Background: an optimization exercise with open tools, aiming at small area and a short achievable clock period. Do not read the settings as production practice. Function was checked by simulation only, so behaviour that the tests miss may differ from the original. No activity file was given, so power comes from the tool's default toggle rates.

// data_mem_responder
module data_mem_responder (
    input  logic        clk,
    input  logic        reset,
    input  logic        req_valid,
    output logic        req_ready,
    input  logic        req_write,
    input  logic [1:0]  req_size,
    input  logic        req_signed,
    input  logic [7:0]  req_addr,
    input  logic [31:0] req_wdata,
    output logic        rsp_valid,
    input  logic        rsp_ready,
    output logic [31:0] rsp_rdata,
    output logic        rsp_err
);
    logic        lat_write;
    logic [1:0]  lat_size;
    logic        lat_signed;
    logic [7:0]  lat_addr;
    logic [31:0] lat_wdata;
    logic        ph1, ph2, ph3;
    logic        pend;
    logic [1:0]  ph;
    logic        rot;
    logic        cap_inv;
    logic [31:0] p0 [32];
    logic [31:0] p1 [32];
    logic        misaligned;
    logic        cap;
    logic        wr_now;
    logic [31:0] tap;
    logic [31:0] lane_data;
    logic [3:0]  lane_mask;
    logic [31:0] load_ext;
    always_comb begin
        unique case (lat_size)
            data_mem_responder_pkg::SZ_BYTE: misaligned = 1'b0;
            data_mem_responder_pkg::SZ_HALF: misaligned = lat_addr[0];
            data_mem_responder_pkg::SZ_WORD: misaligned = (lat_addr[1:0] != 2'b00);
            default: misaligned = 1'b1;
        endcase
    end
    assign rot    = ph[0];
    logic [31:0] oh;
    logic [31:0] tap_n;
    always_comb begin
        for (int i = 0; i < 32; i++) oh[i] = (lat_addr[7:3] == 5'(i));
    end
    for (genvar j = 0; j < 32; j++) begin : g_rd
        logic [10:0] g;
        logic [2:0]  h;
        for (genvar k = 0; k < 10; k++) begin : g_a
            dmr_aoi222 u_a (
                .a0(p0[3*k][j]),   .b0(oh[3*k]),
                .a1(p0[3*k+1][j]), .b1(oh[3*k+1]),
                .a2(p0[3*k+2][j]), .b2(oh[3*k+2]),
                .y (g[k])
            );
        end
        dmr_aoi22 u_b (.a0(p0[30][j]), .b0(oh[30]), .a1(p0[31][j]), .b1(oh[31]), .y(g[10]));
        dmr_nand4 u_h0 (.a(g[0]), .b(g[1]), .c(g[2]),  .d(g[3]), .y(h[0]));
        dmr_nand4 u_h1 (.a(g[4]), .b(g[5]), .c(g[6]),  .d(g[7]), .y(h[1]));
        dmr_nand3 u_h2 (.a(g[8]), .b(g[9]), .c(g[10]),           .y(h[2]));
  ...
Size: ~4700 cells after synthesis, about 83 I/O pins, ~67000 um^2 of cells after synthesis.
clock: 5.5 ns
lec_check: 0
cap_margin: 20
core_margin: 2
core_utilization: 55
cts_buf_list: sky130_fd_sc_hd__clkbuf_4 sky130_fd_sc_hd__clkbuf_8
setup_slack_margin: 3.0
slew_margin: 20
synth_hierarchical: 1
run.sh (not shown) runs the stock make flow with config.mk's settings and CLKGATE_MAP_FILE= SYNTH_SCRIPT=/design/flow/synth_recipe.tcl, a recipe that flattens the netlist after the stock synthesis.
Then changed:
CTS_BUF_LIST = not set   (was sky130_fd_sc_hd__clkbuf_4 sky130_fd_sc_hd__clkbuf_8)
SETUP_SLACK_MARGIN = 2.5   (was 3.0)
Cell area falls by a few percent.
Register-to-register slack improved by 80 ps.
Final cell count decreases by a few percent.
Combinational power goes down by roughly a tenth.
Routed wire length falls by a few percent.
Total power shrinks slightly.
Utilization falls by 3.0 points.
Global-route usage shrinks by 1.3 points.
Flip-flop and latch count is unchanged.
Clock power barely changes.

---

data_mem_responder, a different RTL version from the one above (not shown whole).
Size in the first run: roughly 4,200 cells after synthesis.
==> flow/config.mk <==
export PLATFORM = sky130hd
export DESIGN_NAME = data_mem_responder
export DESIGN_NICKNAME = data_mem_responder
export VERILOG_FILES = /design/flow/design.v
export SDC_FILE = /design/flow/constraint.sdc
export NUM_CORES = 4
export LEC_CHECK = 0
export CAP_MARGIN = 20
export CORE_MARGIN = 2
export CORE_UTILIZATION = 55
export CTS_CLUSTER_DIAMETER = 80
export CTS_CLUSTER_SIZE = 30
export SETUP_SLACK_MARGIN = 3.5
export SLEW_MARGIN = 20
export SYNTH_HIERARCHICAL = 1
==> flow/constraint.sdc <==
create_clock -name core_clock -period 5.5 [get_ports {clk}]
set_input_delay 1.1000 -clock core_clock [delete_from_list [all_inputs] [get_ports {clk}]]
set_output_delay 1.1000 -clock core_clock [all_outputs]
set_load 0.01 [all_outputs]
standard.sh (not shown) runs the stock make flow with config.mk's settings and CLKGATE_MAP_FILE= SYNTH_SCRIPT=/design/flow/synth_recipe.tcl, a recipe that flattens the netlist after the stock synthesis.
==> flow/flow/run.sh <==
#!/bin/bash
# Own layout flow: the standard flow (standard.sh, which runs the standard
# synthesis unchanged) with these changes:
#  - pre_floorplan.tcl, run right after the synthesized netlist is loaded, sets
#    the single-gate modules' cells (memory write ports, load taps) back to drive
#    strength 1; Yosys/ABC upsizes each such module as if it were critical.
#    Timing repair later upsizes any that need it.
#  - the buffers ABC inserted are removed at floorplan (REMOVE_ABC_BUFFERS);
#    repair_design buffers high-fanout nets again as placement requires.
#  - port buffers are plain buffers (buf_2) instead of the delay cell that
#    buffer_ports otherwise picks.
#  - io.tcl puts all pins on the top edge (IO_CONSTRAINTS).
# The make output goes to orfs_make.log here; each ORFS step logs under orfs/logs.
set -euo pipefail
here=$(pwd)
bash standard.sh finish \
  PRE_FLOORPLAN_TCL="$here/flow/pre_floorplan.tcl" \
  REMOVE_ABC_BUFFERS=1 \
  IO_CONSTRAINTS="$here/flow/io.tcl" \
  "BUFFER_PORTS_ARGS=-buffer_cell sky130_fd_sc_hd__buf_2" \
  > "$here/orfs_make.log" 2>&1
==> flow/flow/io.tcl <==
# Pin constraints (sourced by ORFS floorplan.tcl through IO_CONSTRAINTS): all
# ports on the top edge, so the request latch, the response registers and the
# control sit together near their pins instead of in the middle of the die.
set_io_pin_constraint -pin_names [concat [get_ports req_*] [get_ports rsp_*] [get_ports reset] [get_ports clk]] -region top:*
==> flow/flow/pre_floorplan.tcl <==
# Runs inside ORFS floorplan.tcl right after the synthesized netlist is loaded.
# Yosys/ABC maps each single-gate module on its own and upsizes it as if it were
# critical; put those gates (the memory write ports and load taps) back to drive
# strength 1. Timing repair later upsizes any that need it.
set db [ord::get_db]
set block [ord::get_db_block]
set n 0
foreach inst [$block getInsts] {
  set m [[$inst getMaster] getName]
  if { [regexp {^(sky130_fd_sc_hd__(o22ai|a22oi))_[248]$} $m -> base] } {
    set small [$db findMaster ${base}_1]
    if { $small != "NULL" } {
      $inst swapMaster $small
      incr n
    }
  }
}
puts "pre_floorplan: set $n cells to drive strength 1"
Change:
--- a/flow/flow/run.sh
+++ b/flow/flow/run.sh
@@ -12 +11,0 @@
-#  - io.tcl puts all pins on the top edge (IO_CONSTRAINTS).
@@ -19 +17,0 @@
-  IO_CONSTRAINTS="$here/flow/io.tcl" \
Settings changed: CTS_CLUSTER_DIAMETER 80 to 90, CTS_CLUSTER_SIZE 30 to 25, SETUP_SLACK_MARGIN 3.5 to 3.2.
removed: flow/flow/io.tcl
What happened: The changed run completed with no timing, DRC or antenna violations. First-iteration DRC count shrinks by 2.3%. Power increases by 1.5%. Maximum frequency drops by 5.3%. Wire length rose by 0.40%. Combinational power is lower by 16%. Flip-flop and latch count is unchanged. Final cell count decreases by 1.1%. Sequential share of layout area grows by 1.7 points.
Change:
--- a/flow/flow/run.sh
+++ b/flow/flow/run.sh
@@ -11,0 +12 @@
+#  - io.tcl puts all pins on the top edge (IO_CONSTRAINTS).
@@ -17,0 +19 @@
+  IO_CONSTRAINTS="$here/flow/io.tcl" \
==> flow/flow/io.tcl (new file) <==
# Pin constraints (sourced by ORFS floorplan.tcl through IO_CONSTRAINTS): all
# ports on the top edge, so the request latch, the response registers and the
# control sit together near their pins instead of in the middle of the die.
set_io_pin_constraint -pin_names [concat [get_ports req_*] [get_ports rsp_*] [get_ports reset] [get_ports clk]] -region top:*
Settings changed: CTS_CLUSTER_DIAMETER 90 to 80, CTS_CLUSTER_SIZE 25 to 30, SETUP_SLACK_MARGIN 3.2 to 3.4.
=> The changed run produced a clean layout; critical path depth came out higher by 8; final cell count came out higher by 0.33%; cell area came out higher by 0.91%; synthesized cell count is unchanged; via count came out lower by 0.65%; first-iteration DRC count came out lower by 1.2%; non-clock buffer count came out higher by 31; combinational power came out higher by about 10%.
Change:
Settings changed: CTS_BUF_LIST from default to sky130_fd_sc_hd__clkbuf_8 sky130_fd_sc_hd__clkbuf_16, CTS_CLUSTER_DIAMETER 80 to 90, CTS_CLUSTER_SIZE 30 to 25.
Effect: Cell area goes up by about 0.7%. Routed wire length rises by about 0.5%. Worst hold slack stays flat. Non-clock buffer count decreases by 2. Total power is higher by about 3%. Core utilization climbs by 0.42 points. Maximum frequency fell by about 1.9%. Count of clock-buffer cells in the layout goes up by 12. Via count rises by 0.59%.

==> what the ideal ports hide <==
Ports are ideal in the flow. The routed layouts listed here were re-timed in OpenROAD. Step 1, drivers: a clkbuf_16 drives clk and a buf_2 each remaining input, both assumed. Step 2 also shifts input and output timing later by t, the mid clock arrival at the registers, as if the neighbouring blocks saw the same clock. Slacks: ideal ports / drivers / drivers and shift; pairs: ideal ports / drivers.
run	shift t [ns]	setup slack, ns	clock arrival spread, ns
the first run of note 1	1.077	2.349 / 2.349 / 2.349	0.065 / 0.064
the second run of note 1	0.893	2.424 / 2.424 / 2.424	0.030 / 0.030
the first run of note 2	0.782	3.243 / 3.161 / 2.574	0.025 / 0.025
the second run of note 2	0.787	3.117 / 3.043 / 2.516	0.048 / 0.048
the third run of note 2	0.759	3.250 / 3.181 / 2.573	0.030 / 0.030
the fourth run of note 2	0.791	3.206 / 3.133 / 2.534	0.032 / 0.032
After both steps every run listed still meets setup and hold. For the third run of note 2, which loses most, drivers alone change the setup slack by -0.069 ns; drivers and shift together by -0.677 ns.
